Source: an optimization exercise on an open RTL-to-GDS flow (aim: small area). Production flows keep margins and buffers that such runs may drop.
Where RTL was checked, it was by simulation tests only, not by an equivalence proof against the original.
Function not checked in runs 1 to 5: the RTL went through the layout flow alone.
Power and IR drop assume default switching activity.

==> flow/flow/run.sh <==
#!/bin/bash
# Standard ORFS layout; the only change is that port buffering uses the
# smallest buffer cell (buf_1) instead of the one buffer_ports picks itself.
set -euo pipefail
bash standard.sh "BUFFER_PORTS_ARGS=-buffer_cell sky130_fd_sc_hd__buf_1" finish > standard_flow.log 2>&1
==> flow/standard.sh <==
#!/bin/bash
# synth_recipe.tcl (not shown) runs the flow's synth.tcl, then flattens the netlist and writes it again
# the make line also repeats each setting of config.mk as NAME=value (left out here)
make -C /OpenROAD-flow-scripts/flow DESIGN_CONFIG=/design/flow/config.mk WORK_HOME=/design/flow/orfs CLKGATE_MAP_FILE= SYNTH_SCRIPT=/design/flow/synth_recipe.tcl "${@:-finish}"
==> flow/config.mk <==
export PLATFORM = sky130hd
export DESIGN_NAME = yuv420_fb_reader
export DESIGN_NICKNAME = yuv420_fb_reader
export VERILOG_FILES = /design/flow/design.v
export SDC_FILE = /design/flow/constraint.sdc
export NUM_CORES = 4
export LEC_CHECK = 0
export CAP_MARGIN = 20
export CORE_MARGIN = 2
export CORE_UTILIZATION = 40
export SLEW_MARGIN = 20
export SYNTH_HIERARCHICAL = 1
export SYNTH_MINIMUM_KEEP_SIZE = 0
==> flow/constraint.sdc <==
create_clock -name core_clock -period 5.0 [get_ports {MIPI_PIXEL_CLK}]
set_input_delay 1.0000 -clock core_clock [delete_from_list [all_inputs] [get_ports {MIPI_PIXEL_CLK}]]
set_output_delay 1.0000 -clock core_clock [all_outputs]
set_load 0.01 [all_outputs]
==> flow/design.v <==
package yuv_fb_pkg;
    localparam int unsigned Y_SAMPLES_PER_WORD = 5;
    localparam int unsigned C_SAMPLES_PER_WORD = 18;
    localparam int unsigned Y_WORD_W           = 40;
    localparam int unsigned C_WORD_W           = 144;
    typedef enum logic [2:0] {
        IDLE   = 3'b000,
        LOAD   = 3'b001,
        LOAD2  = 3'b011,
        STREAM = 3'b100,
        DONE   = 3'b010
    } fb_state_e;
endpackage
module yuv_aoi222 (
    input  logic a0, s0, a1, s1, a2, s2,
    output logic y
);
    assign y = ~((a0 & s0) | (a1 & s1) | (a2 & s2));
endmodule
module yuv_aoi22 (
    input  logic a0, s0, a1, s1,
    output logic y
);
    assign y = ~((a0 & s0) | (a1 & s1));
endmodule
module yuv_incbit (
    input  logic a, p, c,
    output logic y
);
    assign y = a ^ (c & p);
endmodule
module yuv_prefix_and #(
    parameter int unsigned W = 16
) (
    input  logic [W-1:0] a,
    output logic [W-1:0] p
);
    always_comb begin
        p[0] = 1'b1;
        for (int unsigned i = 1; i < W; i++)
            p[i] = p[i-1] & a[i-1];
    end
endmodule
module yuv_inc #(
    parameter int unsigned W = 16
) (
    input  logic [W-1:0] a,
    input  logic         c,
    output logic [W-1:0] y
);
    logic [W-1:0] p;
    yuv_prefix_and #(.W(W)) u_p (.a(a), .p(p));
    for (genvar i = 0; i < W; i++) begin : g_bit
        yuv_incbit u_b (.a(a[i]), .p(p[i]), .c(c), .y(y[i]));
    end
endmodule
module packed_lane_unpacker #(
    parameter int unsigned SAMPLES = 5
) (
    input  logic [SAMPLES*8-1:0] q,
    input  logic [SAMPLES-1:0]   hot,
    output logic [7:0]           sample
);
    localparam int unsigned G3 = SAMPLES / 3;
    localparam int unsigned G  = (SAMPLES + 2) / 3;
    localparam int unsigned R  = SAMPLES % 3;
    for (genvar b = 0; b < 8; b++) begin : g_bit
        logic [G-1:0] g_n;
        for (genvar g = 0; g < G3; g++) begin : g_3
            yuv_aoi222 u_s (
                .a0(q[8*(3*g) + b]),   .s0(hot[3*g]),
                .a1(q[8*(3*g+1) + b]), .s1(hot[3*g+1]),
                .a2(q[8*(3*g+2) + b]), .s2(hot[3*g+2]),
                .y(g_n[g])
            );
        end
        if (R == 2) begin : g_2
            yuv_aoi22 u_s (
                .a0(q[8*(3*G3) + b]),   .s0(hot[3*G3]),
                .a1(q[8*(3*G3+1) + b]), .s1(hot[3*G3+1]),
                .y(g_n[G3])
            );
        end else if (R == 1) begin : g_1
            assign g_n[G3] = ~(q[8*(3*G3) + b] & hot[3*G3]);
        end
        assign sample[b] = ~&g_n;
    end
endmodule
module yuv420_fb_reader #(
    parameter int unsigned WIDTH  = 640,
    parameter int unsigned HEIGHT = 480,
    parameter int unsigned Y_AW   = 16,
    parameter int unsigned C_AW   = 13
) (
    input  logic                MIPI_PIXEL_CLK,
    input  logic                RESET_N,
    input  logic                frame_start,
    output logic                busy,
    output logic                frame_done,
    output logic [Y_AW-1:0]     y_rdaddress,
    input  logic [yuv_fb_pkg::Y_WORD_W-1:0] y_q,
    output logic [C_AW-1:0]     u_rdaddress,
    input  logic [yuv_fb_pkg::C_WORD_W-1:0] u_q,
    output logic [C_AW-1:0]     v_rdaddress,
    input  logic [yuv_fb_pkg::C_WORD_W-1:0] v_q,
    output logic                pix_valid,
    input  logic                pix_ready,
    output logic [7:0]          pix_y,
    output logic [7:0]          pix_u,
    output logic [7:0]          pix_v,
    output logic                pix_sof,
    output logic                pix_eol
);
    localparam int unsigned YS = yuv_fb_pkg::Y_SAMPLES_PER_WORD;    
    localparam int unsigned CS = yuv_fb_pkg::C_SAMPLES_PER_WORD;    
    localparam int unsigned LW = $clog2(WIDTH / YS);                
    yuv_fb_pkg::fb_state_e state_q, state_d;
    logic [Y_AW-1:0] ya, y_next;    
    logic [2:0]      yo;            
    logic [C_AW-1:0] ca, c_next;    
    logic [4:0]      co;            
    logic            sof_q;         
    logic idle, load, load2, stream, xfer, y_wrap, eol, last_row;
    logic odd_row, c_step, c_wrap, y_inc, c_inc, c_ge14;
    logic [YS-1:0] y_hot;
    logic [CS-1:0] c_hot;
    assign idle     = (state_q == yuv_fb_pkg::IDLE);
    assign load     = (state_q == yuv_fb_pkg::LOAD);
    assign load2    = (state_q == yuv_fb_pkg::LOAD2);
    assign stream   = state_q[2];
    assign xfer     = stream && pix_ready;
    assign y_wrap   = yo[2];                                    
    assign eol      = y_wrap && (&ya[LW-1:0]);                  
    assign last_row = ya[LW+8] & ya[LW+7] & ya[LW+6] & ya[LW+4] & ya[LW+3]
                    & ya[LW+2] & ya[LW+1] & ya[LW];
    assign odd_row  = ya[LW];
    assign c_step   = xfer && (ya[0] ^ yo[0]);
    assign c_wrap   = co[4] & co[0];                            
    assign c_ge14   = co[4] | (co[3] & co[2] & co[1]);          
    assign y_inc    = xfer && y_wrap;
    assign c_inc    = c_step && c_wrap
                   || load2 && odd_row && !co[4] && !co[3] && !co[2];
    yuv_inc #(.W(Y_AW)) u_y_inc (.a(ya), .c(y_inc), .y(y_next));
    yuv_inc #(.W(C_AW)) u_c_inc (.a(ca), .c(c_inc), .y(c_next));
    always_comb begin
        state_d = state_q;
        case (state_q)
            yuv_fb_pkg::IDLE:    if (frame_start) state_d = yuv_fb_pkg::LOAD;
            yuv_fb_pkg::LOAD:    state_d = yuv_fb_pkg::LOAD2;
            yuv_fb_pkg::LOAD2:   state_d = yuv_fb_pkg::STREAM;
            yuv_fb_pkg::STREAM:  if (xfer && eol) state_d = last_row ? yuv_fb_pkg::DONE : yuv_fb_pkg::LOAD;
            yuv_fb_pkg::DONE:    state_d = yuv_fb_pkg::IDLE;
            default: state_d = yuv_fb_pkg::IDLE;
        endcase
    end
    always_ff @(posedge MIPI_PIXEL_CLK) begin
        if (!RESET_N)
            state_q <= yuv_fb_pkg::IDLE;
        else
            state_q <= state_d;
        if (idle) begin
            ya    <= '0;
            yo    <= '0;
            ca    <= '0;
            co    <= '0;
            sof_q <= 1'b1;
        end else begin
            ya <= y_next;
            if (xfer) begin
                yo    <= y_wrap ? 3'd0 : yo + 3'd1;
                sof_q <= 1'b0;
            end
            if (load && odd_row) begin
                ca <= ca - C_AW'(CS);
                co <= c_ge14 ? co - 5'd14 : co + 5'd4;
            end else begin
                ca <= c_next;
                if (c_step)
                    co <= c_wrap ? 5'd0 : co + 5'd1;
            end
        end
    end
    assign y_hot[0] = ~(yo[2] | yo[1] | yo[0]);
    assign y_hot[1] = ~yo[1] &  yo[0];
    assign y_hot[2] =  yo[1] & ~yo[0];
    assign y_hot[3] =  yo[1] &  yo[0];
    assign y_hot[4] =  yo[2];
    always_comb begin
        for (int unsigned k = 0; k < 16; k++)
            c_hot[k] = (co[3:0] == 4'(k)) && (k >= 2 || !co[4]);
        c_hot[16] = co[4] & ~co[0];
        c_hot[17] = co[4] &  co[0];
    end
    packed_lane_unpacker #(.SAMPLES(YS)) u_y_sel (.q(y_q), .hot(y_hot), .sample(pix_y));
    packed_lane_unpacker #(.SAMPLES(CS)) u_u_sel (.q(u_q), .hot(c_hot), .sample(pix_u));
    packed_lane_unpacker #(.SAMPLES(CS)) u_v_sel (.q(v_q), .hot(c_hot), .sample(pix_v));
    assign busy        = |state_q;
    assign frame_done  = (state_q == yuv_fb_pkg::DONE);
    assign pix_valid   = stream;
    assign pix_sof     = sof_q;
    assign pix_eol     = eol;
    assign y_rdaddress = y_next;
    assign u_rdaddress = c_next;
    assign v_rdaddress = c_next;
endmodule
==> results of run 1 <==
Yosys stat by module, one instance, submodules excluded, excerpt:
module | cells | cell area (um2)
yuv_incbit | 2 | 12.51
yuv_aoi22 | 1 | 12.51
yuv420_fb_reader | 251 | 2175
yuv_aoi222 | 1 | 10.01
cells by family after synthesis:
logic type               synth area share
multiplexers                      0.01034
adder cells (fa/ha/maj)           0.03839
buffers and inverters             0.05936
AO/OA/AOI/OAI                      0.3411
AND/OR/NAND/NOR                    0.2747
XOR/XNOR                          0.08063
flip-flops                         0.1937
other                            0.001773
Yosys cell counts, types with 2 or more instances:
cell      number  share of area
a222oi_1     104           0.25
nand2_1       52          0.046
dfxtp_1       41           0.19
xnor2_1       39          0.081
and2_1        31          0.046
nor2_1        23          0.020
nand3_1       22          0.026
inv_1         19          0.017
a21oi_1       18          0.021
buf_4         17          0.030
and4_1        16          0.033
nor3_1        15          0.018
ha_1          13          0.038
o21ai_0       13          0.015
clkbuf_1      10         0.0089
nand4_1        9          0.013
a22oi_2        8          0.024
and3_1         7          0.010
nor4_1         6         0.0089
a211oi_1       3         0.0053
mux2_2         3         0.0080
nor3b_1        3         0.0053
a31oi_1        2         0.0030
and2_2         2         0.0035
and3_2         2         0.0035
conb_1         2         0.0018
nand2b_1       2         0.0030
nand4_2        2         0.0059
nor2b_1        2         0.0030
o21ai_1        2         0.0024
o311ai_0       2         0.0041
or3_1          2         0.0030
==> metrics.sh, run 1 <==
RESULT_OF_THE_RUN='stopped before the end'
HALTSTAGE='I/O pin placement'
STOP_ERROR='[ERROR PPL-0024] Number of IO pins (403) exceeds maximum number of available positions (378). Increase the die perimeter from 427.66um to 548.08um.'
SYNTH.NET_COUNT=857
START_UTIL=0.4104
DIE_H_UM=106.9
SYNTHFLOPTYPE='dfxtp_1'
FLOORPLAN.ROWS=37
UNIQUE_MASTERS_POST_SYNTH=52
NETLIST_INSTANCES=512
YOSYS_REGISTER_BITS=41
DIE_WIDTH_UM=106.9
POSTSYNTHAREAPERCELL_UM2=8.275
SYNTH_ENABLE_FLOP_CELLS=0
SYNTH_WARNINGS=9
ASYNC_RESET_FF_FRAC=0
SYNTH_AREA_UM2=4237
SYNTH_SEQ_AREA_SHARE=0.1937
==> run 2, diff against run 1 <==
==> flow/flow/run.sh (replaced) <==
#!/bin/bash
# Standard ORFS layout with two changes: port buffering uses the smallest
# buffer cell (buf_1) instead of the one buffer_ports picks itself, and pins
# may sit one routing track apart so that the 403 ports fit a small die.
set -euo pipefail
bash standard.sh \
  "BUFFER_PORTS_ARGS=-buffer_cell sky130_fd_sc_hd__buf_1" \
  "PLACE_PINS_ARGS=-min_distance 1 -min_distance_in_tracks" \
  finish > standard_flow.log 2>&1
--- a/flow/config.mk
+++ b/flow/config.mk
@@ -6,8 +6,9 @@
 export NUM_CORES = 4
 export LEC_CHECK = 0
 export CAP_MARGIN = 20
-export CORE_MARGIN = 2
-export CORE_UTILIZATION = 40
+export CORE_AREA = 2.5 2.5 93.5 93.5
+export DIE_AREA = 0 0 96 96
+export PLACE_DENSITY = 0.7
 export SLEW_MARGIN = 20
 export SYNTH_HIERARCHICAL = 1
 export SYNTH_MINIMUM_KEEP_SIZE = 0
==> run 2 against run 1 <==
Compared with the run above: the run fails in global routing; synthesized area did not move; synthesized cell count did not move.
==> metrics.sh, run 2 <==
RESULT_OF_THE_RUN='stopped before the end'
HALTSTAGE='global routing'
STOP_ERROR='[ERROR GRT-0116] Global routing finished with congestion. Check the congestion regions in the DRC Viewer.'
CTS_ROOT_BUF='clkbuf_8'
WIRE_LENGTH_OF_THE_FIRST_GLOBAL_ROUTING_PASS_UM=34050
MAXIMUM_NUMBER_OF_PINS_ON_ONE_NET_BEFORE_GLOBAL_ROUTE_REPAIR=25
SYNTHFLOPTYPE='dfxtp_1'
HTREE_NUM_LEVELS=2
UNIQUE_MASTERS_POST_SYNTH=52  # unchanged
GRT_USE_TOTAL=0.4870
SYNTH.MOST_COMMON_CELL='a222oi_1'
NETLIST_INSTANCES=512  # unchanged
ASYNC_RESET_FF_FRAC=0  # unchanged
SYNTH.TOP_CELLS.BY_AREA='a222oi_1, dfxtp_1, xnor2_1'
YOSYS_REGISTER_BITS=41  # unchanged
FINALWEIGHTEDCONGESTION=1.142
CTS_HOLD_REPAIR.BUFFERS=0
FLOORPLAN.ROWS=33  # -11%
SYNTH_WARNINGS=9  # unchanged
POST-CTS-SETUP-BUFFER-COUNT=0
CLOCK_SINK_COUNT=41
PLACED_CELLS_INCL_TAPS=992
DIE_WIDTH_UM=96  # -10%
CLOCK_PATH_BUFFERS=2
SYNTH_ENABLE_FLOP_CELLS=0  # unchanged
DIE_H_UM=96  # -10%
NETLIST.AREA_LEADER.SHARE=0.2457  # unchanged
POST-DP-HPWL_UM=16130
NUM_IO_PINS=403
YOSYS-TOP-CELLS-COUNT='a222oi_1, nand2_1, dfxtp_1'
SYNTH_LARGEST_AREA_CELL='a222oi_1'
CTS_REPAIR_RESIZES=0
START_UTIL=0.5208  # +0.1105
SYNTH_SEQ_AREA_SHARE=0.1937  # unchanged
VIA_COUNT_OF_THE_FIRST_GLOBAL_ROUTING_PASS=6266
TRITONCTS.NUM_BUFFERS=5
SYNTH_AREA_UM2=4237  # unchanged
PLACE.PORT_BUFFERS=402
GLOBALROUTEOVERFLOWTOTAL=2
POSTSYNTHAREAPERCELL_UM2=8.275  # unchanged
SYNTH.NET_COUNT=857  # unchanged
[run 2: through the flow]
stage,cell area [um2],utilization,setup slack [ns]
2_1_floorplan,4237,-,1.645
3_3_place_gp,5708,0.7017,1.361
3_5_place_dp,5708,0.7017,1.239
4_1_cts,5824,0.7160,1.240
[run 2: cells by family after synthesis]
family / share of synthesized area
simple gates: 0.2747
xor+xnor: 0.08063
flops: 0.1937
fa+ha+maj: 0.03839
compound gates: 0.3411
buf+inv: 0.05936
other cells: 0.001773
mux: 0.01034
[run 2: worst max-delay path by stage]
stage,from,end
2_1_floorplan,pix_ready,v_rdaddress[3]
3_3_place_gp,pix_ready,v_rdaddress[2]
3_5_place_dp,pix_ready,v_rdaddress[0]
4_1_cts,pix_ready,v_rdaddress[0]
[run 2: power groups by stage]
| stage | clock, uW | combinational (uW) | sequential [uW] |
|---|---|---|---|
| global placement | 0 | 147 | 339 |
| CTS | 283 | 153 | 332 |
| detailed placement | 0 | 152 | 339 |
| floorplan | 0 | 42.1 | 337 |
[run 2: metal layers]
layer	GRT overflow	track usage
met3	0	0.2858
met1	0	0.5420
met2	2	0.6916
met4	0	0.3190
met5	0	0.06548
[run 2: modules after synthesis (local to each module, per instance), a selection]
module | area, um2 | cells
yuv_aoi22 | 12.51 | 1
yuv_aoi222 | 10.01 | 1
yuv420_fb_reader | 2175 | 251
yuv_incbit | 12.51 | 2
==> run 3, diff against run 2 <==
--- a/flow/design.v
+++ b/flow/design.v
@@ -30,26 +30,30 @@
     assign y = a ^ (c & p);
 endmodule
 module yuv_prefix_and #(
-    parameter int unsigned W = 16
+    parameter int unsigned W  = 16,
+    parameter bit          UD = 1'b0      
 ) (
     input  logic [W-1:0] a,
+    input  logic         dn,
     output logic [W-1:0] p
 );
     always_comb begin
         p[0] = 1'b1;
         for (int unsigned i = 1; i < W; i++)
-            p[i] = p[i-1] & a[i-1];
+            p[i] = p[i-1] & (a[i-1] ^ (UD & dn));
     end
 endmodule
 module yuv_inc #(
-    parameter int unsigned W = 16
+    parameter int unsigned W  = 16,
+    parameter bit          UD = 1'b0      
 ) (
     input  logic [W-1:0] a,
+    input  logic         dn,
     input  logic         c,
     output logic [W-1:0] y
 );
     logic [W-1:0] p;
-    yuv_prefix_and #(.W(W)) u_p (.a(a), .p(p));
+    yuv_prefix_and #(.W(W), .UD(UD)) u_p (.a(a), .dn(dn), .p(p));
     for (genvar i = 0; i < W; i++) begin : g_bit
         yuv_incbit u_b (.a(a[i]), .p(p[i]), .c(c), .y(y[i]));
     end
@@ -121,7 +125,8 @@
     logic [4:0]      co;            
     logic            sof_q;         
     logic idle, load, load2, stream, xfer, y_wrap, eol, last_row;
-    logic odd_row, c_step, c_wrap, y_inc, c_inc, c_ge14;
+    logic odd_row, c_step, c_wrap, y_inc, c_ge14, c_bor;
+    logic c_dn, c0, c1, c4, c_t1, c_g;
     logic [YS-1:0] y_hot;
     logic [CS-1:0] c_hot;
     assign idle     = (state_q == yuv_fb_pkg::IDLE);
@@ -138,10 +143,19 @@
     assign c_wrap   = co[4] & co[0];                            
     assign c_ge14   = co[4] | (co[3] & co[2] & co[1]);          
     assign y_inc    = xfer && y_wrap;
-    assign c_inc    = c_step && c_wrap
-                   || load2 && odd_row && !co[4] && !co[3] && !co[2];
-    yuv_inc #(.W(Y_AW)) u_y_inc (.a(ya), .c(y_inc), .y(y_next));
-    yuv_inc #(.W(C_AW)) u_c_inc (.a(ca), .c(c_inc), .y(c_next));
+    yuv_inc #(.W(Y_AW)) u_y_inc (.a(ya), .dn(1'b0), .c(y_inc), .y(y_next));
+    assign c_bor    = co[4] | co[3] | co[2];
+    assign c_dn     = odd_row && (load || load2);
+    assign c4       = load && odd_row;
+    assign c1       = load2 && odd_row && c_bor;
+    assign c0       = c_step && c_wrap || load2 && odd_row && !c_bor;
+    assign c_t1     = c0 && (ca[0] ^ c_dn) || c1;
+    assign c_g      = c_t1 && (ca[1] ^ c_dn) && (ca[2] ^ c_dn) && (ca[3] ^ c_dn) || c4;
+    assign c_next[0] = ca[0] ^ c0;
+    assign c_next[1] = ca[1] ^ c_t1;
+    assign c_next[2] = ca[2] ^ (c_t1 && (ca[1] ^ c_dn));
+    assign c_next[3] = ca[3] ^ (c_t1 && (ca[1] ^ c_dn) && (ca[2] ^ c_dn));
+    yuv_inc #(.W(C_AW-4), .UD(1'b1)) u_c_inc (.a(ca[C_AW-1:4]), .dn(c_dn), .c(c_g), .y(c_next[C_AW-1:4]));
     always_comb begin
         state_d = state_q;
         case (state_q)
@@ -170,14 +184,11 @@
                 yo    <= y_wrap ? 3'd0 : yo + 3'd1;
                 sof_q <= 1'b0;
             end
-            if (load && odd_row) begin
-                ca <= ca - C_AW'(CS);
+            ca <= c_next;
+            if (c4)
                 co <= c_ge14 ? co - 5'd14 : co + 5'd4;
-            end else begin
-                ca <= c_next;
-                if (c_step)
-                    co <= c_wrap ? 5'd0 : co + 5'd1;
-            end
+            else if (c_step)
+                co <= c_wrap ? 5'd0 : co + 5'd1;
         end
     end
     assign y_hot[0] = ~(yo[2] | yo[1] | yo[0]);
==> flow/flow/run.sh (replaced) <==
#!/bin/bash
# ORFS layout with three changes:
#  - synthesis maps logic with an area-oriented ABC script (flow/abc_area.script)
#    in place of ORFS's speed script; everything else in synthesis, including
#    the standard flow's synthesis wrapper (flatten, renames) and the flip-flop mapping,
#    is unchanged;
#  - port buffering uses the smallest buffer cell (buf_1);
#  - pins may sit one routing track apart, so the 403 ports fit a small die.
# Each step's full output is in orfs/logs/; the make output is in synth.log and
# layout.log here.
set -euo pipefail
rm -rf scripts_area
cp -r "$FLOW_HOME/scripts" scripts_area
cp flow/abc_area.script scripts_area/abc_speed.script
bash standard.sh "SCRIPTS_DIR=$PWD/scripts_area" synth > synth.log 2>&1
bash standard.sh \
  "BUFFER_PORTS_ARGS=-buffer_cell sky130_fd_sc_hd__buf_1" \
  "PLACE_PINS_ARGS=-min_distance 1 -min_distance_in_tracks" \
  finish > layout.log 2>&1
==> flow/flow/abc_area.script (new file) <==
strash
&get -n
&st
&dch
&nf -R 1000
&put
==> flow/config.mk (replaced) <==
export PLATFORM = sky130hd
export DESIGN_NAME = yuv420_fb_reader
export DESIGN_NICKNAME = yuv420_fb_reader
export VERILOG_FILES = /design/flow/design.v
export SDC_FILE = /design/flow/constraint.sdc
export NUM_CORES = 4
export LEC_CHECK = 0
export CAP_MARGIN = 20
export CORE_AREA = 2.5 2.5 101.5 101.5
export DIE_AREA = 0 0 104 104
export PLACE_DENSITY = 0.65
export SLEW_MARGIN = 20
==> run 3 against run 2 <==
Compared with the run above: the flow again stops in global routing; synthesized area down 9.0%; synthesized cell count down 11%.
==> metrics.sh, run 3 <==
NUM_IO_PINS=403  # unchanged
DIE_WIDTH_UM=104  # +8.3%
YOSYS_REGISTER_BITS=41  # unchanged
CTS_REPAIR_RESIZES=0  # unchanged
SYNTH_LARGEST_AREA_CELL='a222oi_1'
POST-DP-HPWL_UM=17750  # +10%
WIRE_LENGTH_OF_THE_FIRST_GLOBAL_ROUTING_PASS_UM=36120
POSTSYNTHAREAPERCELL_UM2=8.470  # +2.4%
SYNTH_SEQ_AREA_SHARE=0.2130  # +0.01925
HALTSTAGE='global routing'
FLOORPLAN.ROWS=36  # +9.1%
DIE_H_UM=104  # +8.3%
START_UTIL=0.3998  # -0.1211
SYNTH_WARNINGS=3  # -6
RESULT_OF_THE_RUN='stopped before the end'
VIA_COUNT_OF_THE_FIRST_GLOBAL_ROUTING_PASS=6510
SYNTH.NET_COUNT=800  # -6.7%
NETLIST.AREA_LEADER.SHARE=0.2519  # +0.006230
CLOCK_PATH_BUFFERS=2  # unchanged
SYNTH.MOST_COMMON_CELL='a222oi_1'
TRITONCTS.NUM_BUFFERS=5  # unchanged
CTS_ROOT_BUF='clkbuf_8'
PLACE.PORT_BUFFERS=402  # unchanged
ASYNC_RESET_FF_FRAC=0  # unchanged
SYNTHFLOPTYPE='dfxtp_1'
FINALWEIGHTEDCONGESTION=1.179  # +3.2%
STOP_ERROR='[ERROR GRT-0116] Global routing finished with congestion. Check the congestion regions in the DRC Viewer.'
CLOCK_SINK_COUNT=41  # unchanged
DP_SLACK_NS=0.7704  # -0.4688 ns
SYNTH.TOP_CELLS.BY_AREA='a222oi_1, dfxtp_1, buf_4'
CTS_HOLD_REPAIR.BUFFERS=0  # unchanged
NETLIST_INSTANCES=455  # -11%
UNIQUE_MASTERS_POST_SYNTH=34  # -35%
SYNTH_AREA_UM2=3854  # -9.0%
PLACED_CELLS_INCL_TAPS=963  # -2.9%
POST-CTS-SETUP-BUFFER-COUNT=0  # unchanged
GLOBALROUTEOVERFLOWTOTAL=5
SYNTH_ENABLE_FLOP_CELLS=0  # unchanged
YOSYS-TOP-CELLS-COUNT='a222oi_1, and2_0, dfxtp_1'
GRT_USE_TOTAL=0.4259
HTREE_NUM_LEVELS=2  # unchanged
MAXIMUM_NUMBER_OF_PINS_ON_ONE_NET_BEFORE_GLOBAL_ROUTE_REPAIR=31
[run 3: logic make-up after synthesis]
| kind of cell | after synthesis | share of synthesized area |
|---|---|---|
| xor+xnor | 36 | 0.08182 |
| compound gates | 155 | 0.3490 |
| buf+inv | 47 | 0.08279 |
| flops | 41 | 0.2130 |
| simple gates | 163 | 0.2312 |
| fa+ha+maj | 13 | 0.04221 |
[run 3: worst max-delay path by stage]
stage               startpoint               to  slack, ns  cells after the start
floorplan            pix_ready  u_rdaddress[12]       0.58                     10
global placement     pix_ready  u_rdaddress[12]       0.90                     13
detailed placement   pix_ready  v_rdaddress[12]       0.77                     13
CTS                  pix_ready  v_rdaddress[12]       0.74                     13
[run 3: stage by stage]
stage | area, um2 | hold slack [ns] | utilization
2_1_floorplan | 3854 | 0.4666 | -
3_3_place_gp | 5326 | 0.4309 | 0.5526
3_5_place_dp | 5326 | 0.4413 | 0.5526
4_1_cts | 5438 | 0.4549 | 0.5641
[run 3: metal layers]
layer | track usage | GRT overflow
met5 | 0.06190 | 0
met3 | 0.1866 | 0
met2 | 0.6541 | 1
met4 | 0.3029 | 3
met1 | 0.4650 | 1
[run 3: power groups by stage]
stage	Sequential [uW]	Clock (uW)	Combinational (uW)
floorplan	345	0	66.1
CTS	338	272	206
detailed placement	346	0	204
global placement	345	0	201
==> run 4, diff against run 3 <==
==> flow/flow/run.sh (replaced) <==
#!/bin/bash
# ORFS layout with two changes:
#  - synthesis maps logic with an area-oriented ABC script (flow/abc_area.script)
#    in place of ORFS's speed script; everything else in synthesis, including
#    the standard flow's synthesis wrapper (flatten, renames) and the flip-flop mapping,
#    is unchanged;
#  - port buffering uses the smallest buffer cell (buf_1).
# Each step's full output is in orfs/logs/; the make output is in synth.log and
# layout.log here.
set -euo pipefail
rm -rf scripts_area
cp -r "$FLOW_HOME/scripts" scripts_area
cp flow/abc_area.script scripts_area/abc_speed.script
bash standard.sh "SCRIPTS_DIR=$PWD/scripts_area" synth > synth.log 2>&1
bash standard.sh \
  "BUFFER_PORTS_ARGS=-buffer_cell sky130_fd_sc_hd__buf_1" \
  finish > layout.log 2>&1
--- a/flow/config.mk
+++ b/flow/config.mk
@@ -6,7 +6,7 @@
 export NUM_CORES = 4
 export LEC_CHECK = 0
 export CAP_MARGIN = 20
-export CORE_AREA = 2.5 2.5 101.5 101.5
-export DIE_AREA = 0 0 104 104
-export PLACE_DENSITY = 0.65
+export CORE_AREA = 2.5 2.5 167.5 53.5
+export DIE_AREA = 0 0 170 56
+export PLACE_DENSITY = 0.7
 export SLEW_MARGIN = 20
==> run 4 against run 3 <==
Compared with the run above: now clean on timing, DRC and antenna; synthesized cell count is the same; synthesized area is the same.
==> metrics.sh, run 4 <==
SYNTH_ENABLE_FLOP_CELLS=0  # unchanged
TIMING.REG2REG.WORST_PATH_DEPTH=10
GLOBALROUTE.BUSIESTLAYER='met1'
DIE_AREA_UM2=9520
DETAILEDROUTE.FIRSTPASSITERATIONCOUNT=14
DIE_WIDTH_UM=170  # +63%
DIE_H_UM=56  # -46%
WORSTHOLDSTART='sof_q'
FINALSETUPVIOLCOUNT=0
MULTI_INPUT_AREA_UM2=2719
TOP_REGS='ya (16), ca (13), co (5)'
R2R-END='ca[12]'
MIN_PERIOD_NS=4.323
FLOORPLAN.ROWS=18  # -50%
DRT_DRC_VIOLATIONS_LEFT=0
YOSYS_REGISTER_BITS=41  # unchanged
VIA_COUNT_OF_THE_FIRST_GLOBAL_ROUTING_PASS=5896
CLOCK_POWER_SHARE=0.368
FINISH.NET_COUNT=1188
SYNTHFLOPTYPE='dfxtp_1'
DRT_ITER0_MARKERS=1727
FINAL_LAYOUT_SIZE_SUFFIX_GT1_FRAC=0.03081
WORSTSKEWPAIRLATENCY_NS=0.29
WORST_MARGIN_PIN_SLEW_NS=1.249
NETLIST_INSTANCES=455  # unchanged
SETUP_TOTAL_NEGATIVE_SLACK_NS=0
LAYOUT.FILLER_CELLS=708
COMB_POWER_SHARE=0.262
SYNTH.MOST_COMMON_CELL='a222oi_1'
P_SW_FRAC=0.3304
WORSTPATHCELLLIST='buf_1 > and2_0 > o21ai_0 > a21oi_1 > buf_4 > a32oi_1 > o32a_1 > nand2b_1 > o31ai_1 > buf_4 > nand4_1 > xnor2_1 > buf_1'
TRITONCTS.NUM_BUFFERS=5  # unchanged
PWR_DENSITY_CELL_nW_PER_UM2=166.8
SYNTH_LARGEST_AREA_CELL='a222oi_1'
ASYNC_RESET_FF_FRAC=0  # unchanged
HTREE_NUM_LEVELS=2  # unchanged
WORSTPATHREQUIRED_NS=4.00
GLOBALROUTEOVERFLOWTOTAL=0
REG_POWER_FRAC=0.370
GRT_USE_TOTAL=0.5055
CRITICAL_PATH.SLOWEST_CELL='xnor2_1'
SLEW_VIOLATIONS=0
VIAS=6518
RR_STARTPOINT='state_q[0]'
MET2_USAGE=0.6796
CRIT_ARRIVAL_NS=3.32
WHS_PATH_DEPTH=2
CRITICAL_PATH.STARTPOINT_TYPE='input pin'
POWER.LEAKAGE_uW=0.001840
CLKTRANSATPATHREGS_NS=0.07
CLOCK_SINK_COUNT=41  # unchanged
SYNTH.TOP_CELLS.BY_AREA='a222oi_1, dfxtp_1, buf_4'
POST-DP-HPWL_UM=20630  # +16%
SYN2LAYOUT_AREA_GROWTH_PCT=42.89
NUM_IO_PINS=403  # unchanged
CRIT_PATH_CAPTURE_TYPE='output pin'
WORST_HOLD_SLACK_NS=0.4873
SEQCELLAREA_UM2=820.8
CRITICAL_PATH.MAX_STAGE_DELAY_NS=0.31
POWER.NET_SWITCHING_uW=303.5
POWER_INTERNAL_uW=615.1
UNIQUE_MASTERS_POST_SYNTH=34  # unchanged
PLACE.PORT_BUFFERS=402  # unchanged
TIMING.HOLD.WORST_ENDPOINT='sof_q'
WIRE_LENGTH_OF_THE_FIRST_GLOBAL_ROUTING_PASS_UM=35450
CLOCK_SKEW_NS=0.004979
SYNTH.NET_COUNT=800  # unchanged
DRT-VIAS-PER-INSTANCE=6.818
YOSYS-TOP-CELLS-COUNT='a222oi_1, and2_0, dfxtp_1'
POSTSYNTHAREAPERCELL_UM2=8.470  # unchanged
FINALWIRELENGTH_UM=25160
START_UTIL=0.4780  # +0.07817
ROUTEDWLPERCELL_UM=26.32
CP_NUM_BUF_INV=4
MAXSLEWHEADROOM=0.1669
USE_MET3=0.3151
POST-CTS-SETUP-BUFFER-COUNT=0  # unchanged
RSZ0062_AT_GRT='no'
MAX_FLOP_REGISTER='ya'
CLOCK_PATH_BUFFERS=2  # unchanged
WORST-SETUP-PATH-TYPE='input pin to output pin'
SYNTH_SEQ_AREA_SHARE=0.2130  # unchanged
FINAL_CELL_MIX='buf_1, a222oi_1, and2_0'
LAYOUT.CELLS.MOST_COMMON='buf_1'
PATH_DELAY_FAMILY='compound AO/OA/AOI/OAI gates'
HOLD_VIOL=0
BEGINNING_OF_THE_CRITICAL_PATH='pix_ready'
CLOCK_TREE_FROM_TRITONCTS='yes'
REG2REG_SLACK_NS=2.01
REPORT.POWER.TOTAL_uW=918.6
CRITPATHMAXFANOUT=9
RESULT_OF_THE_RUN='timing/DRC/antenna clean'
MAXIMUM_NUMBER_OF_PINS_ON_ONE_NET_BEFORE_GLOBAL_ROUTE_REPAIR=30
POWER.IR.VDD_WORST_uV=170.8
FINAL_MIN_PERIOD_OVER_CLOCK_PERIOD=0.8645
LARGEST_REGISTER_FFS=16
SYNTH_WARNINGS=3  # unchanged
TIMING.FMAX_GHz=0.2313
FINALWEIGHTEDCONGESTION=1.066  # -9.6%
CTS_ROOT_BUF='clkbuf_16'
CTS_HOLD_REPAIR.BUFFERS=0  # unchanged
DRV_CAP=0
CORE_UM2=8063
NUMBER_OF_ANTENNA_VIOLATIONS_AT_THE_FIRST_CHECK_IN_GLOBAL_ROUTING=5
CTS_REPAIR_RESIZES=0  # unchanged
GRT.MET1_USAGE=0.6804
DETAIL-ROUTE-ANTENNA-NETS=0
NETLIST.AREA_LEADER.SHARE=0.2519  # unchanged
WORST_HOLD_PATH_TYPE='register to register'
SYNTH_AREA_UM2=3854  # unchanged
-- run 4: cell counts after synthesis --
No cell type changed its count.
-- run 4: worst max-delay path by stage --
stage / end / slack (ns) / cells after the start
floorplan: u_rdaddress[12] / 0.58 / 10
global placement: u_rdaddress[11] / 0.89 / 13
detailed placement: u_rdaddress[12] / 0.80 / 13
CTS: u_rdaddress[12] / 0.76 / 13
global route: u_rdaddress[12] / 0.40 / 13
finish: u_rdaddress[12] / 0.68 / 13
-- run 4: per-layer routing --
layer / vias to the layer above / part of all wire
met2: 717 / 0.38
met4: 8 / 0.020
li1: 2676 / -
met3: 82 / 0.21
met1: 3035 / 0.38
met5: - / 0.0067
-- run 4: final cells by class --
class                           count  share of cell area
Timing Repair Buffer              419              0.2979
Tap cell                          110             0.02499
Clock inverter                      3            0.004544
Multi-Input combinational cell    367              0.4938
Clock buffer                        5             0.02272
Antenna cell                        2           0.0009089
Inverter                            9            0.006135
Sequential cell                    41              0.1491
-- run 4: power by group through the flow --
stage / Combinational (uW) / Sequential, uW / Clock [uW]
4_1_cts: 227 / 340 / 340
2_1_floorplan: 66.1 / 345 / 0
5_1_grt: 255 / 340 / 355
3_5_place_dp: 225 / 347 / 0
3_3_place_gp: 221 / 346 / 0
6_report: 240 / 340 / 338
-- run 4: logic make-up after synthesis --
logic type | share of synthesized area
AO/OA/AOI/OAI | 0.3490
XOR/XNOR | 0.08182
adder cells (fa/ha/maj) | 0.04221
buffers and inverters | 0.08279
flip-flops | 0.2130
AND/OR/NAND/NOR | 0.2312
-- run 4: per-stage QoR --
step	worst slack [ns]	instances	cell area, um2	util
2_1_floorplan	0.5811	455	3854	-
3_3_place_gp	0.8862	944	5333	0.6614
3_5_place_dp	0.8000	944	5333	0.6614
4_1_cts	0.7559	952	5483	0.6800
5_1_grt	0.3975	955	5504	0.6827
6_report	0.6774	956	5507	0.6830
-- run 4: worst min-delay path, stage by stage (launching register included) --
cell and delay [ns]:
dfxtp_1 0.33, nand2_1 0.06, nand2_1 0.05
==> run 5, diff against run 4 <==
--- a/flow/config.mk
+++ b/flow/config.mk
@@ -6,7 +6,6 @@
 export NUM_CORES = 4
 export LEC_CHECK = 0
 export CAP_MARGIN = 20
-export CORE_AREA = 2.5 2.5 167.5 53.5
-export DIE_AREA = 0 0 170 56
-export PLACE_DENSITY = 0.7
+export CORE_AREA = 2.5 2.5 137.5 89.5
+export DIE_AREA = 0 0 140 92
 export SLEW_MARGIN = 20
==> run 5 against run 4 <==
Compared with the run above: sequential share of layout area fell by 0.088 points; routed wire length fell by 12%; synthesized area did not move; largest cell class unchanged; via count fell by 9.0%; final cell count rose by 3.2%; register-to-register slack improved by 0.16 ns; clock skew rose by 0.0054 ns; die area rose by 35%; clock power rose by 26%; non-clock buffer count fell by 7; critical endpoint is now u_rdaddress[10]; critical path depth did not move; cell area rose by 0.59%.
==> metrics.sh, run 5 <==
RESULT_OF_THE_RUN='timing/DRC/antenna clean'
FINAL_MIN_PERIOD_OVER_CLOCK_PERIOD=0.8487  # -0.01584
PLACE.PORT_BUFFERS=402  # unchanged
NETLIST_INSTANCES=455  # unchanged
SYNTH_MUX_AREA_FRAC=0  # unchanged
SYNTH_LARGEST_AREA_CELL='a222oi_1'
DIE_WIDTH_UM=140  # -18%
TIMING.HOLD.WORST_ENDPOINT='sof_q'
WORST-SETUP-PATH-TYPE='input pin to output pin'
DIE_H_UM=92  # +64%
FINALWEIGHTEDCONGESTION=1.017  # -4.6%
CRITPATHMAXFANOUT=9  # unchanged
YOSYS.AREA_SHARE.SIMPLE=0.2312  # unchanged
TIMING.FMAX_GHz=0.2357  # +1.9%
CRITICAL_PATH.MAX_STAGE_DELAY_NS=0.27  # -0.04 ns
SETUP_TOTAL_NEGATIVE_SLACK_NS=0  # unchanged
CRIT_ARRIVAL_NS=3.24  # -0.08 ns
CORE_UM2=11330  # +40%
FINAL_CELL_MIX='buf_1, a222oi_1, dfxtp_1'
HOLD_VIOL=0  # unchanged
DRT_DRC_VIOLATIONS_LEFT=0  # unchanged
LAYOUT.CELLS.MOST_COMMON='buf_1'
CLOCK_SKEW_NS=0.01039  # +0.005413 ns
LARGEST_REGISTER_FFS=16  # unchanged
SYNTH_AREA_UM2=3854  # unchanged
MAX_FLOP_REGISTER='ya'
SYN2LAYOUT_AREA_GROWTH_PCT=43.73
WIRE_LENGTH_OF_THE_FIRST_GLOBAL_ROUTING_PASS_UM=31510  # -11%
CTS_HOLD_REPAIR.BUFFERS=0  # unchanged
ASYNC_RESET_FF_FRAC=0  # unchanged
CLOCK_TREE_FROM_TRITONCTS='yes'
SYNTHFLOPTYPE='dfxtp_1'
DIE_AREA_UM2=12880  # +35%
WORSTPATHREQUIRED_NS=4.00  # about the same
CTS_ROOT_BUF='clkbuf_16'
REG2REG_SLACK_NS=2.17  # +0.16 ns
VIAS=5929  # -9.0%
DRT_ITER0_MARKERS=867  # -50%
PWR_DENSITY_CELL_nW_PER_UM2=176.7  # +5.9%
CLOCK_PATH_BUFFERS=2  # unchanged
ROUTEDWLPERCELL_UM=22.54  # -14%
FINISH.NET_COUNT=1181  # -0.59%
WORSTSKEWPAIRLATENCY_NS=0.29  # about the same
GRT_USE_TOTAL=0.3155  # -0.1899
ADDER_AND_MAJORITY_GATE_PORTION_OF_THE_SYNTHESIZED_AREA=0.04221  # unchanged
FINALWIRELENGTH_UM=22250  # -12%
CRIT_PATH_CAPTURE_TYPE='output pin'
RR_STARTPOINT='state_q[0]'
WHS_PATH_DEPTH=2  # unchanged
RSZ0062_AT_GRT='no'
DETAILEDROUTE.FIRSTPASSITERATIONCOUNT=12  # -2
SYNTH_TOP_FAMILY_BY_AREA='compound AO/OA/AOI/OAI gates'
POST-DP-HPWL_UM=18120  # -12%
POWER.LEAKAGE_uW=0.001830  # -0.52%
YOSYS_REGISTER_BITS=41  # unchanged
GLOBALROUTEOVERFLOWTOTAL=0  # unchanged
UNIQUE_MASTERS_POST_SYNTH=34  # unchanged
MAXIMUM_NUMBER_OF_PINS_ON_ONE_NET_BEFORE_GLOBAL_ROUTE_REPAIR=31  # +3.3%
POWER.IR.VDD_WORST_uV=133.8  # -22%
WORSTHOLDSTART='sof_q'
WORSTPATHCELLLIST='buf_1 > and2_0 > o21ai_0 > a21oi_1 > buf_4 > a32oi_1 > o32a_1 > nand2b_1 > o31ai_1 > buf_4 > nand2_1 > xnor2_1 > buf_1'
DRV_CAP=0  # unchanged
CRITICAL_PATH.SLOWEST_CELL='xnor2_1'
NETLIST.AREA_LEADER.SHARE=0.2519  # unchanged
START_UTIL=0.3403  # -0.1377
DRT-VIAS-PER-INSTANCE=6.007  # -12%
SYNTH_XOR_XNOR_AREA_SHARE=0.08182  # unchanged
CRITICAL_PATH.STARTPOINT_TYPE='input pin'
FINAL_LAYOUT_SIZE_SUFFIX_GT1_FRAC=0.02270  # -0.008106
TRITONCTS.NUM_BUFFERS=5  # unchanged
SYNTH.MOST_COMMON_CELL='a222oi_1'
VIA_COUNT_OF_THE_FIRST_GLOBAL_ROUTING_PASS=5535  # -6.1%
NUM_IO_PINS=403  # unchanged
FLOORPLAN.ROWS=31  # +13
CTS_REPAIR_RESIZES=0  # unchanged
WORST_MARGIN_PIN_SLEW_NS=1.190  # -0.05860 ns
POSTSYNTHAREAPERCELL_UM2=8.470  # unchanged
WORST_HOLD_PATH_TYPE='register to register'
SYNTH_WARNINGS=3  # unchanged
NUMBER_OF_ANTENNA_VIOLATIONS_AT_THE_FIRST_CHECK_IN_GLOBAL_ROUTING=1  # -4
R2R-END='ca[6]'
CLKTRANSATPATHREGS_NS=0.06  # about the same
FINALSETUPVIOLCOUNT=0  # unchanged
POST-CTS-SETUP-BUFFER-COUNT=0  # unchanged
HTREE_NUM_LEVELS=2  # unchanged
SLEW_VIOLATIONS=0  # unchanged
SYNTH.TOP_CELLS.BY_AREA='a222oi_1, dfxtp_1, buf_4'
FINALCOREUTILIZATION=0.4891  # -0.1939
SYNTH_COMPOUND_GATE_AREA_SHARE=0.3490  # unchanged
MIN_PERIOD_NS=4.243  # -0.07920 ns
SYNTH_ENABLE_FLOP_CELLS=0  # unchanged
SYNTH_SEQ_AREA_SHARE=0.2130  # unchanged
MAXSLEWHEADROOM=0.2060  # +0.03909
DETAIL-ROUTE-ANTENNA-NETS=0  # unchanged
CLOCK_SINK_COUNT=41  # unchanged
TOP_REGS='ya (16), ca (13), co (5)'
SYNTH.NET_COUNT=800  # unchanged
TIMING.REG2REG.WORST_PATH_DEPTH=10  # unchanged
YOSYS-TOP-CELLS-COUNT='a222oi_1, and2_0, dfxtp_1'
[run 5: changes by cell type in the layout (fill, tap and decap cells not counted), moves of 2 or more]
| cell | delta |
|---|---|
| and2_0 | -6 |
| and2_1 | +6 |
| bufinv_16 | +2 |
| buf_4 | -6 |
[run 5: worst max path at each step]
stage | from | end
floorplan | pix_ready | u_rdaddress[12]
global placement | pix_ready | u_rdaddress[10]
detailed placement | pix_ready | v_rdaddress[12]
CTS | pix_ready | v_rdaddress[12]
global route | pix_ready | u_rdaddress[10]
finish | pix_ready | u_rdaddress[10]
[run 5: where the power goes]
part,leakage [uW],internal (uW),switching (uW),total (uW)
sequential,0.000331,331,7.72,339
combinational,0.00140,93.3,119,212
clock,0.0000944,288,140,427
total,0.00183,713,266,979
[run 5: per-layer routing]
layer | global-route usage | share of wire | vias up
li1 | - | - | 2667
met1 | 0.4013 | 0.37 | 2771
met5 | 0 | 0 | -
met3 | 0.09661 | 0.12 | 47
met4 | 0.06046 | 0.020 | 0
met2 | 0.5332 | 0.48 | 444
[run 5: cell families (layout without fill, tap and decap cells)]
| logic type | after synthesis | in the layout |
|---|---|---|
| adders and majority gates | 13 | 13 |
| AOI/OAI and AO/OA | 155 | 155 |
| other | 0 | 2 |
| buffers and inverters | 47 | 429 |
| xor gates and xnor gates | 36 | 36 |
| DFF | 41 | 41 |
| and+or+nand+nor | 163 | 163 |
[run 5: metrics by stage]
step | total power [uW] | worst slack [ns] | std cells | hold WS, ns | cell area [um2]
finish | 978.6 | 0.7566 | 987 | 0.4591 | 5539
global route | 1022 | 0.4899 | 986 | 0.4816 | 5537
CTS | 985.2 | 0.7718 | 985 | 0.4643 | 5534
detailed placement | 554.8 | 0.7818 | 977 | 0.4498 | 5340
global placement | 553.3 | 0.8105 | 977 | 0.4430 | 5340
floorplan | 410.9 | 0.5811 | 455 | 0.4666 | 3854
[run 5: worst max-delay path, delay by kind of cell]
family / cells / cell delay, ns
AOI/OAI and AO/OA: 5 / 0.81
xor gates and xnor gates: 1 / 0.27
buffers and inverters: 4 / 0.70
and+or+nand+nor: 3 / 0.46
[run 5: final cells by class]
cell class | instances | area (um2)
Fill cell | 1242 | 5787
Multi-Input combinational cell | 367 | 2716
Timing Repair Buffer | 412 | 1584
Sequential cell | 41 | 820.8
Tap cell | 148 | 185.2
Clock buffer | 5 | 125.1
Clock inverter | 3 | 68.82
Inverter | 9 | 33.78
Antenna cell | 2 | 5.005
==> run 6, diff against run 5 <==
--- a/flow/design.v
+++ b/flow/design.v
@@ -127,6 +127,8 @@
     logic idle, load, load2, stream, xfer, y_wrap, eol, last_row;
     logic odd_row, c_step, c_wrap, y_inc, c_ge14, c_bor;
     logic c_dn, c0, c1, c4, c_t1, c_g;
+    logic [2:0]    yo_inc;          
+    logic [4:0]    co_inc, co_add4;  
     logic [YS-1:0] y_hot;
     logic [CS-1:0] c_hot;
     assign idle     = (state_q == yuv_fb_pkg::IDLE);
@@ -181,16 +183,29 @@
         end else begin
             ya <= y_next;
             if (xfer) begin
-                yo    <= y_wrap ? 3'd0 : yo + 3'd1;
+                yo    <= yo_inc;
                 sof_q <= 1'b0;
             end
             ca <= c_next;
             if (c4)
-                co <= c_ge14 ? co - 5'd14 : co + 5'd4;
+                co <= co_add4;
             else if (c_step)
-                co <= c_wrap ? 5'd0 : co + 5'd1;
+                co <= co_inc;
         end
     end
+    assign yo_inc[0]  = ~yo[0] & ~yo[2];
+    assign yo_inc[1]  = yo[1] ^ yo[0];
+    assign yo_inc[2]  = yo[1] & yo[0];
+    assign co_inc[0]  = ~co[0];
+    assign co_inc[1]  = (co[1] ^ co[0]) & ~co[4];
+    assign co_inc[2]  = co[2] ^ (co[1] & co[0]);
+    assign co_inc[3]  = co[3] ^ (co[2] & co[1] & co[0]);
+    assign co_inc[4]  = (co[3] & co[2] & co[1] & co[0]) | (co[4] & ~co[0]);
+    assign co_add4[0] = co[0];
+    assign co_add4[1] = co[1] ^ c_ge14;
+    assign co_add4[2] = ~co[2] & ~c_ge14;
+    assign co_add4[3] = (co[3] ^ co[2]) & ~c_ge14;
+    assign co_add4[4] = co[3] & co[2] & ~c_ge14;
     assign y_hot[0] = ~(yo[2] | yo[1] | yo[0]);
     assign y_hot[1] = ~yo[1] &  yo[0];
     assign y_hot[2] =  yo[1] & ~yo[0];
--- a/flow/config.mk
+++ b/flow/config.mk
@@ -7,5 +7,8 @@
 export LEC_CHECK = 0
 export CAP_MARGIN = 20
 export CORE_AREA = 2.5 2.5 137.5 89.5
+export CTS_BUF_LIST = sky130_fd_sc_hd__clkbuf_4 sky130_fd_sc_hd__clkbuf_8
+export CTS_CLUSTER_DIAMETER = 200
+export CTS_CLUSTER_SIZE = 30
 export DIE_AREA = 0 0 140 92
 export SLEW_MARGIN = 20
==> run 6 against run 5 <==
Compared with the run above: critical path depth is the same; count of clock-buffer cells in the layout grew 1; worst hold slack improved by 0.0017 ns; global-route usage shrank 0.17 points; sequential power down 2%; critical path type unchanged; critical endpoint is now u_rdaddress[8].
==> metrics.sh, run 6 <==
NETLIST.AREA_LEADER.SHARE=0.2587  # +0.006712
TIMING.FMAX_GHz=0.2204  # -6.5%
WORSTSKEWPAIRLATENCY_NS=0.30  # about the same
TRITONCTS.NUM_BUFFERS=5  # unchanged
CLOCK_PATH_BUFFERS=2  # unchanged
REG2REG_SLACK_NS=1.87  # -0.30 ns
WORSTPATHCELLLIST='buf_1 > nand2_1 > nor2_1 > a32oi_1 > o32a_1 > nand2b_1 > nand2b_1 > o22ai_1 > and2_0 > nand2_1 > or2_0 > xnor2_1 > buf_1'
UPPERMOST_ROUTED_LAYER='met4'
SETUP_TOTAL_NEGATIVE_SLACK_NS=0  # unchanged
DRT_DRC_VIOLATIONS_LEFT=0  # unchanged
SYNTH_WARNINGS=3  # unchanged
PWR_DENSITY_CELL_nW_PER_UM2=135.5  # -23%
CTS_REPAIR_RESIZES=0  # unchanged
ROUTEDWLPERCELL_UM=22.60  # +0.25%
CLOCK_SINK_COUNT=41  # unchanged
WIRE_LENGTH_OF_THE_FIRST_GLOBAL_ROUTING_PASS_UM=31460  # -0.15%
DETAIL_ROUTE.WIRELENGTH.MET1_UM=8899  # +7.2%
NUM_IO_PINS=403  # unchanged
CP_NUM_BUF_INV=2  # -2
CRITPATHMAXFANOUT=7  # -2
HOLD_VIOL=0  # unchanged
FINALWEIGHTEDCONGESTION=0.9652  # -5.1%
CRITICAL_PATH.STARTPOINT_TYPE='input pin'
POWER.NET_SWITCHING_uW=214.8  # -19%
YOSYS-TOP-CELLS-COUNT='a222oi_1, and2_0, dfxtp_1'
REG_POWER_FRAC=0.457  # +0.110
PATH_DELAY_FAMILY='simple AND/OR/NAND/NOR gates'
MAXIMUM_NUMBER_OF_PINS_ON_ONE_NET_BEFORE_GLOBAL_ROUTE_REPAIR=32  # +3.2%
CORE_UM2=11330  # unchanged
FINAL_CELL_MIX='buf_1, a222oi_1, and2_0, dfxtp_1, xnor2_1'
CRITICAL_PATH.MAX_STAGE_DELAY_NS=0.31  # +0.04 ns
GRT_USE_TOTAL=0.3138  # -0.001688
POWER_INTERNAL_uW=512.2  # -28%
DETAIL-ROUTE-ANTENNA-NETS=0  # unchanged
FLOORPLAN.ROWS=31  # unchanged
POST-CTS-SETUP-BUFFER-COUNT=0  # unchanged
DIE_AREA_UM2=12880  # unchanged
LARGEST_REGISTER_FFS=16  # unchanged
GLOBALROUTEOVERFLOWTOTAL=0  # unchanged
SYNTH.MOST_COMMON_CELL='a222oi_1'
P_SW_FRAC=0.2954  # +0.02357
POWER.LEAKAGE_uW=0.001720  # -6.0%
FINALCOREUTILIZATION=0.4738  # -0.01525
SYNTHFLOPTYPE='dfxtp_1'
DRT_ITER0_MARKERS=807  # -6.9%
FINALSETUPVIOLCOUNT=0  # unchanged
CLOCK_TREE_FROM_TRITONCTS='yes'
DRT-VIAS-PER-INSTANCE=5.994  # -0.22%
DIE_H_UM=92  # unchanged
CRIT_PATH_CAPTURE_TYPE='output pin'
DIE_WIDTH_UM=140  # unchanged
START_UTIL=0.3348  # -0.005413
VIA_COUNT_OF_THE_FIRST_GLOBAL_ROUTING_PASS=5614  # +1.4%
TOP_REGS='ya (16), ca (13), co (5)'
CLOCK_SKEW_NS=0.007026  # -0.003366 ns
MAXSLEWHEADROOM=0.2325  # +0.02643
VIAS=5856  # -1.2%
DR_WL_MET3_UM=2058  # -24%
WORST_HOLD_PATH_TYPE='register to register'
CTS_HOLD_REPAIR.BUFFERS=0  # unchanged
LAYOUT.CELLS.MOST_COMMON='buf_1'
POSTSYNTHAREAPERCELL_UM2=8.522  # +0.62%
WORSTPATHREQUIRED_NS=4.00  # about the same
POST-DP-HPWL_UM=18210  # +0.52%
PLACE.PORT_BUFFERS=402  # unchanged
NUMBER_OF_ANTENNA_VIOLATIONS_AT_THE_FIRST_CHECK_IN_GLOBAL_ROUTING=3  # +2
SETUP_WS_NS=0.4627  # -0.2939 ns
WORST_MARGIN_PIN_SLEW_NS=1.147  # -0.04321 ns
WORST-SETUP-PATH-TYPE='input pin to output pin'
MAX_FLOP_REGISTER='ya'
DRV_CAP=0  # unchanged
SYNTH_SEQ_AREA_SHARE=0.2164  # +0.003443
SLEW_VIOLATIONS=0  # unchanged
CTS_ROOT_BUF='clkbuf_8'
POWER.IR.VDD_WORST_uV=88.09  # -34%
CLKTRANSATPATHREGS_NS=0.08  # +0.02 ns
FINAL_LAYOUT_SIZE_SUFFIX_GT1_FRAC=0.02179  # -0.0009084
COMB_POWER_SHARE=0.239  # +0.022
WORST_HOLD_SLACK_NS=0.4608  # +0.001692 ns
MET2WIRELENGTH_UM=10680  # -1.0%
SYNTH.NET_COUNT=789  # -1.4%
SYNTH.TOP_CELLS.BY_AREA='a222oi_1, dfxtp_1, buf_4'
SYNTH_AREA_UM2=3792  # -1.6%
SYNTH_ENABLE_FLOP_CELLS=0  # unchanged
MIN_PERIOD_NS=4.537  # +0.2939 ns
CLOCK_POWER_SHARE=0.304  # -0.133
RESULT_OF_THE_RUN='timing/DRC/antenna clean'
YOSYS_REGISTER_BITS=41  # unchanged
RSZ0062_AT_GRT='no'
SYN2LAYOUT_AREA_GROWTH_PCT=41.50
NETLIST_INSTANCES=445  # -2.2%
CRITICAL_PATH.SLOWEST_CELL='nor2_1'
UNIQUE_MASTERS_POST_SYNTH=31  # -8.8%
DETAILEDROUTE.FIRSTPASSITERATIONCOUNT=12  # unchanged
FINALWIRELENGTH_UM=22080  # -0.77%
CRIT_ARRIVAL_NS=3.54  # +0.30 ns
FINISH.NET_COUNT=1169  # -1.0%
HTREE_NUM_LEVELS=2  # unchanged
ASYNC_RESET_FF_FRAC=0  # unchanged
SYNTH_LARGEST_AREA_CELL='a222oi_1'
DP_SLACK_NS=0.4993  # -0.2826 ns
FINAL_MIN_PERIOD_OVER_CLOCK_PERIOD=0.9075  # +0.05879
==> run 6: path summary, 6_finish.rpt <==
| check | from | end | cells after the start |
|---|---|---|---|
| worst min-delay path | sof_q | sof_q | 2 |
| worst max register to register | state_q[2] | ca[8] | 11 |
| worst min register to register | sof_q | sof_q | 2 |
| worst max-delay path | pix_ready | u_rdaddress[8] | 13 |
==> run 6: power by group through the flow <==
stage | clock network [uW] | logic (uW) | registers [uW]
after floorplan | 0 | 40.7 | 339
after detailed placement | 0 | 171 | 340
after CTS | 225 | 172 | 332
after global routing | 237 | 190 | 333
final | 221 | 174 | 332
after global placement | 0 | 168 | 340
==> run 6: worst reg2reg max path: cells and delay by family (launching register included) <==
family           cells  cell delay, ns
AND/OR/NAND/NOR      8            1.78
AO/OA/AOI/OAI        2            0.70
XOR/XNOR             1            0.23
flip-flops           1            0.40
==> run 6: area by class of cell <==
| cell class | instances | area, um2 |
|---|---|---|
| fillers | 1207 | 5959 |
| multi-input cells | 356 | 2653 |
| repair buffers | 411 | 1577 |
| flip-flops and latches | 41 | 820.8 |
| well taps | 148 | 185.2 |
| clock buffers | 6 | 76.32 |
| inverters | 10 | 37.54 |
| clock inverters | 2 | 10.01 |
| diodes | 3 | 7.507 |
==> run 6: metrics by stage <==
stage	area (um2)	instances	power (uW)
CTS	5355	974	729.3
floorplan	3792	445	379.9
detailed placement	5269	966	510.8
global route	5366	977	760.7
finish	5366	977	726.9
global placement	5269	966	508.0
==> run 6: metal layers <==
layer	GRT usage	vias to the layer above
met1	0.4031	2802
met4	0.07353	0
met3	0.06057	32
met5	0	-
li1	-	2617
met2	0.5465	405
==> run 6: cell families (layout without fill, tap and decap cells) <==
family,count (synthesis),count (layout),share of synthesized area
AND/OR/NAND/NOR,162,162,0.2346
adder cells (fa/ha/maj),12,12,0.03959
XOR/XNOR,36,36,0.08314
AO/OA/AOI/OAI,146,146,0.3411
buffers and inverters,48,429,0.08512
other,0,3,0
flip-flops,41,41,0.2164
==> run 7, diff against run 6 <==
==> flow/config.mk (replaced) <==
export PLATFORM = sky130hd
export DESIGN_NAME = yuv420_fb_reader
export DESIGN_NICKNAME = yuv420_fb_reader
export VERILOG_FILES = /design/flow/design.v
export SDC_FILE = /design/flow/constraint.sdc
export NUM_CORES = 4
export LEC_CHECK = 0
export CAP_MARGIN = 0
export CORE_AREA = 2.5 2.5 167.5 53.5
export CTS_BUF_LIST = sky130_fd_sc_hd__clkbuf_4 sky130_fd_sc_hd__clkbuf_8
export CTS_CLUSTER_DIAMETER = 200
export CTS_CLUSTER_SIZE = 30
export DIE_AREA = 0 0 170 56
export SLEW_MARGIN = 0
==> run 7 against run 6 <==
Compared with the run above: power up 2.3%; worst hold slack worse by 0.0046 ns; combinational power up 4%; synthesized area unchanged; via count up 3.9%; largest cell class unchanged; final cell count down 3.5%; clock power up 4%; global-route usage up 14 points; cell area down 0.33%.
==> metrics.sh, run 7 <==
DETAIL-ROUTE-ANTENNA-NETS=0  # unchanged
DRV_CAP=0  # unchanged
PWR_DENSITY_CELL_nW_PER_UM2=139.0  # +2.6%
WIRE_LENGTH_OF_THE_FIRST_GLOBAL_ROUTING_PASS_UM=31920  # +1.4%
VIAS=6087  # +3.9%
YOSYS_REGISTER_BITS=41  # unchanged
CRITPATHMAXFANOUT=7  # unchanged
YOSYS-TOP-CELLS-COUNT='a222oi_1, and2_0, dfxtp_1'
CTS_REPAIR_RESIZES=0  # unchanged
CLOCK_POWER_SHARE=0.309  # +0.005
RESULT_OF_THE_RUN='timing/DRC/antenna clean'
CLOCK_SINK_COUNT=41  # unchanged
CRIT_PATH_CAPTURE_TYPE='output pin'
LARGEST_REGISTER_FFS=16  # unchanged
REG_POWER_FRAC=0.447  # -0.010
MAXIMUM_NUMBER_OF_PINS_ON_ONE_NET_BEFORE_GLOBAL_ROUTE_REPAIR=33  # +3.1%
CORE_UM2=8063  # -29%
FINISH.NET_COUNT=1173  # +0.34%
SYN2LAYOUT_AREA_GROWTH_PCT=41.04
WORST-SETUP-PATH-TYPE='input pin to output pin'
MAXSLEWHEADROOM=0.1530  # -0.07942
MAX_FLOP_REGISTER='ya'
CRIT_ARRIVAL_NS=3.53  # about the same
POST-CTS-SETUP-BUFFER-COUNT=0  # unchanged
WORSTPATHREQUIRED_NS=4.00  # about the same
CLKTRANSATPATHREGS_NS=0.08  # about the same
FINALSETUPVIOLCOUNT=0  # unchanged
DRT-VIAS-PER-INSTANCE=6.455  # +7.7%
FINAL_LAYOUT_SIZE_SUFFIX_GT1_FRAC=0.02530  # +0.003509
SYNTH_WARNINGS=3  # unchanged
RSZ0062_AT_GRT='no'
P_SW_FRAC=0.3178  # +0.02236
REPORT.POWER.TOTAL_uW=743.4  # +2.3%
POST-DP-HPWL_UM=18800  # +3.2%
HTREE_NUM_LEVELS=2  # unchanged
SYNTH.TOP_CELLS.BY_AREA='a222oi_1, dfxtp_1, buf_4'
CRITICAL_PATH.STARTPOINT_TYPE='input pin'
SYNTH_LARGEST_AREA_CELL='a222oi_1'
TOP_REGS='ya (16), ca (13), co (5)'
DIE_AREA_UM2=9520  # -26%
CLOCK_PATH_BUFFERS=2  # unchanged
POWER.NET_SWITCHING_uW=236.3  # +10%
TIMING.FMAX_GHz=0.2208  # +0.19%
WORST_HOLD_PATH_TYPE='register to register'
WORSTPATHCELLLIST='buf_1 > nand2_1 > nor2_1 > a32oi_1 > o32a_1 > nand2b_1 > nand2b_1 > o22ai_1 > buf_4 > and2_0 > nand2_1 > or2_0 > xnor2_1 > buf_1'
FINALWEIGHTEDCONGESTION=1.107  # +15%
LAYOUTNONFILLERINSTCOUNT=943  # -3.5%
NETLIST.AREA_LEADER.SHARE=0.2587  # unchanged
CLOCK_SKEW_NS=0.006601  # -0.0004247 ns
CRITICAL_PATH.SLOWEST_CELL='xnor2_1'
SYNTH_AREA_UM2=3792  # unchanged
POSTSYNTHAREAPERCELL_UM2=8.522  # unchanged
SYNTH.MOST_COMMON_CELL='a222oi_1'
HOLD_VIOL=0  # unchanged
DIE_H_UM=56  # -39%
SYNTH.NET_COUNT=789  # unchanged
VIA_COUNT_OF_THE_FIRST_GLOBAL_ROUTING_PASS=5344  # -4.8%
ROUTEDWLPERCELL_UM=23.90  # +5.8%
START_UTIL=0.4704  # +0.1355
UNIQUE_MASTERS_POST_SYNTH=31  # unchanged
SYNTH_ENABLE_FLOP_CELLS=0  # unchanged
CRITICAL_PATH.MAX_STAGE_DELAY_NS=0.26  # -0.05 ns
PLACE.PORT_BUFFERS=402  # unchanged
PLACED_CELLS_INCL_TAPS=932  # -3.5%
GLOBALROUTEOVERFLOWTOTAL=0  # unchanged
CLOCK_TREE_FROM_TRITONCTS='yes'
SYNTHFLOPTYPE='dfxtp_1'
POWER.LEAKAGE_uW=0.001734  # +0.76%
ASYNC_RESET_FF_FRAC=0  # unchanged
GRT_USE_TOTAL=0.4500  # +0.1362
NETLIST_INSTANCES=445  # unchanged
WORST_MARGIN_PIN_SLEW_NS=1.266  # +0.1187 ns
NUM_IO_PINS=403  # unchanged
TRITONCTS.NUM_BUFFERS=5  # unchanged
COMB_POWER_SHARE=0.243  # +0.004
FINAL_MIN_PERIOD_OVER_CLOCK_PERIOD=0.9057  # -0.001719
SYNTH_SEQ_AREA_SHARE=0.2164  # unchanged
FINALWIRELENGTH_UM=22540  # +2.1%
FINAL_CELL_AREA_UM2=5349  # -0.33%
CTS_HOLD_REPAIR.BUFFERS=0  # unchanged
SLEW_VIOLATIONS=0  # unchanged
DRT_ITER0_MARKERS=1348  # +67%
CTS_ROOT_BUF='clkbuf_8'
REG2REG_SLACK_NS=1.83  # -0.04 ns
SETUP_TOTAL_NEGATIVE_SLACK_NS=0  # unchanged
POWER.IR.VDD_WORST_uV=162.6  # +85%
FINALCOREUTILIZATION=0.6634  # +0.1896
NUMBER_OF_ANTENNA_VIOLATIONS_AT_THE_FIRST_CHECK_IN_GLOBAL_ROUTING=8  # +5
DIE_WIDTH_UM=170  # +21%
PLACEDINSTANCEAREA_UM2=5251  # -0.33%
FLOORPLAN.ROWS=18  # -42%
POWER_INTERNAL_uW=507.1  # -0.98%
FINAL_CELL_MIX='buf_1, a222oi_1, and2_0'
LAYOUT.CELLS.MOST_COMMON='buf_1'
WORSTSKEWPAIRLATENCY_NS=0.31  # about the same
DRT_DRC_VIOLATIONS_LEFT=0  # unchanged
DETAILEDROUTE.FIRSTPASSITERATIONCOUNT=12  # unchanged
MIN_PERIOD_NS=4.529  # -0.008594 ns
[run 7: cell count changes in the layout (fill, tap and decap cells not counted)]
| cell | previous run | this run |
|---|---|---|
| a2111oi_1 | 1 | 0 |
| clkinv_2 | 2 | 1 |
| a2111oi_0 | 0 | 1 |
| and2_0 | 41 | 44 |
| clkinvlp_4 | 0 | 1 |
| buf_4 | 9 | 13 |
| nor2_1 | 20 | 21 |
| nor2_2 | 1 | 0 |
| clkbuf_4 | 1 | 0 |
| inv_6 | 0 | 1 |
| and2_1 | 3 | 0 |
[run 7: metal layers]
metal  share of wire  vias to the layer above  GRT usage  routed length [um]
met4           0.011                        6    0.05903                 250
met2            0.37                      544     0.5761                8323
li1                -                     2632          -                   -
met3            0.19                       51     0.2774                4336
met1            0.42                     2854     0.6370                9500
met5          0.0056                        -          0                 126
[run 7: kinds of logic after synthesis]
kind of cell,share of synthesized area
AOI/OAI and AO/OA,0.3411
xor gates and xnor gates,0.08314
adders and majority gates,0.03959
buffers and inverters,0.08512
DFF,0.2164
and+or+nand+nor,0.2346
[run 7: worst paths after layout]
| kind | endpoint | cells past startpoint | start |
|---|---|---|---|
| setup / recovery | u_rdaddress[8] | 14 | pix_ready |
| hold / removal | sof_q | 2 | sof_q |
| setup reg to reg | ca[8] | 13 | state_q[2] |
| hold reg to reg | sof_q | 2 | sof_q |
[run 7: cell type report]
class | count | area (um2)
flip-flops and latches | 41 | 820.8
fillers | 739 | 2714
inverters | 10 | 37.54
multi-input cells | 356 | 2649
diodes | 3 | 7.507
clock inverters | 3 | 21.27
clock buffers | 5 | 68.82
well taps | 110 | 137.6
repair buffers | 415 | 1607
[run 7: worst max-delay path, delay by kind of cell]
kind	cells	cell delay [ns]
simple gates	7	1.28
buf+inv	3	0.49
xor+xnor	1	0.26
compound gates	3	0.49
[run 7: power groups by stage]
stage	clock network (uW)	logic, uW	registers (uW)
2_1_floorplan	0	40.7	339
4_1_cts	235	173	332
3_5_place_dp	0	171	340
3_3_place_gp	0	169	340
6_report	230	181	333
5_1_grt	249	195	333
[run 7: metrics by stage]
step | hold WS, ns | setup WS (ns)
2_1_floorplan | 0.4666 | 0.6302
3_3_place_gp | 0.4333 | 0.6310
3_5_place_dp | 0.4378 | 0.5281
4_1_cts | 0.4527 | 0.5226
5_1_grt | 0.4860 | 0.2390
6_report | 0.4562 | 0.4713

==> afterwards: timing with drivers on the ports <==
How much do the figures lean on ideal ports? The routed layouts below were timed once more, with nothing changed but the port constraints. Step 1 (the two cells are an assumption about what drives the block):
set clk [get_ports {MIPI_PIXEL_CLK}]
set_driving_cell -lib_cell sky130_fd_sc_hd__clkbuf_16 $clk
set_driving_cell -lib_cell sky130_fd_sc_hd__buf_2 [delete_from_list [all_inputs] $clk]
Step 2 times the ports against the registers' clock, not the clock port: input delays grow and output delays shrink by t, the midpoint of the rising clock arrivals with the driver on. Three values: ideal, step 1, step 2; two values: the first two.
run	t, ns	slack for setup (ns)	worst setup path at the end	slew at the worst register clock pin (ns)	pins driven straight from the clock port
run 4	0.325	0.677 / 0.636 / 0.636	input to output	0.07 / 0.07	1
run 5	0.325	0.757 / 0.708 / 0.708	input to output	0.06 / 0.06	1
run 6	0.321	0.463 / 0.426 / 0.426	input to output	0.08 / 0.08	1
run 7	0.340	0.471 / 0.430 / 0.430	input to output	0.09 / 0.09	1
After both steps every run listed still meets setup and hold. The setup slack of run 5, which loses most, moves by -0.049 ns with the drivers and by -0.049 ns with both steps.
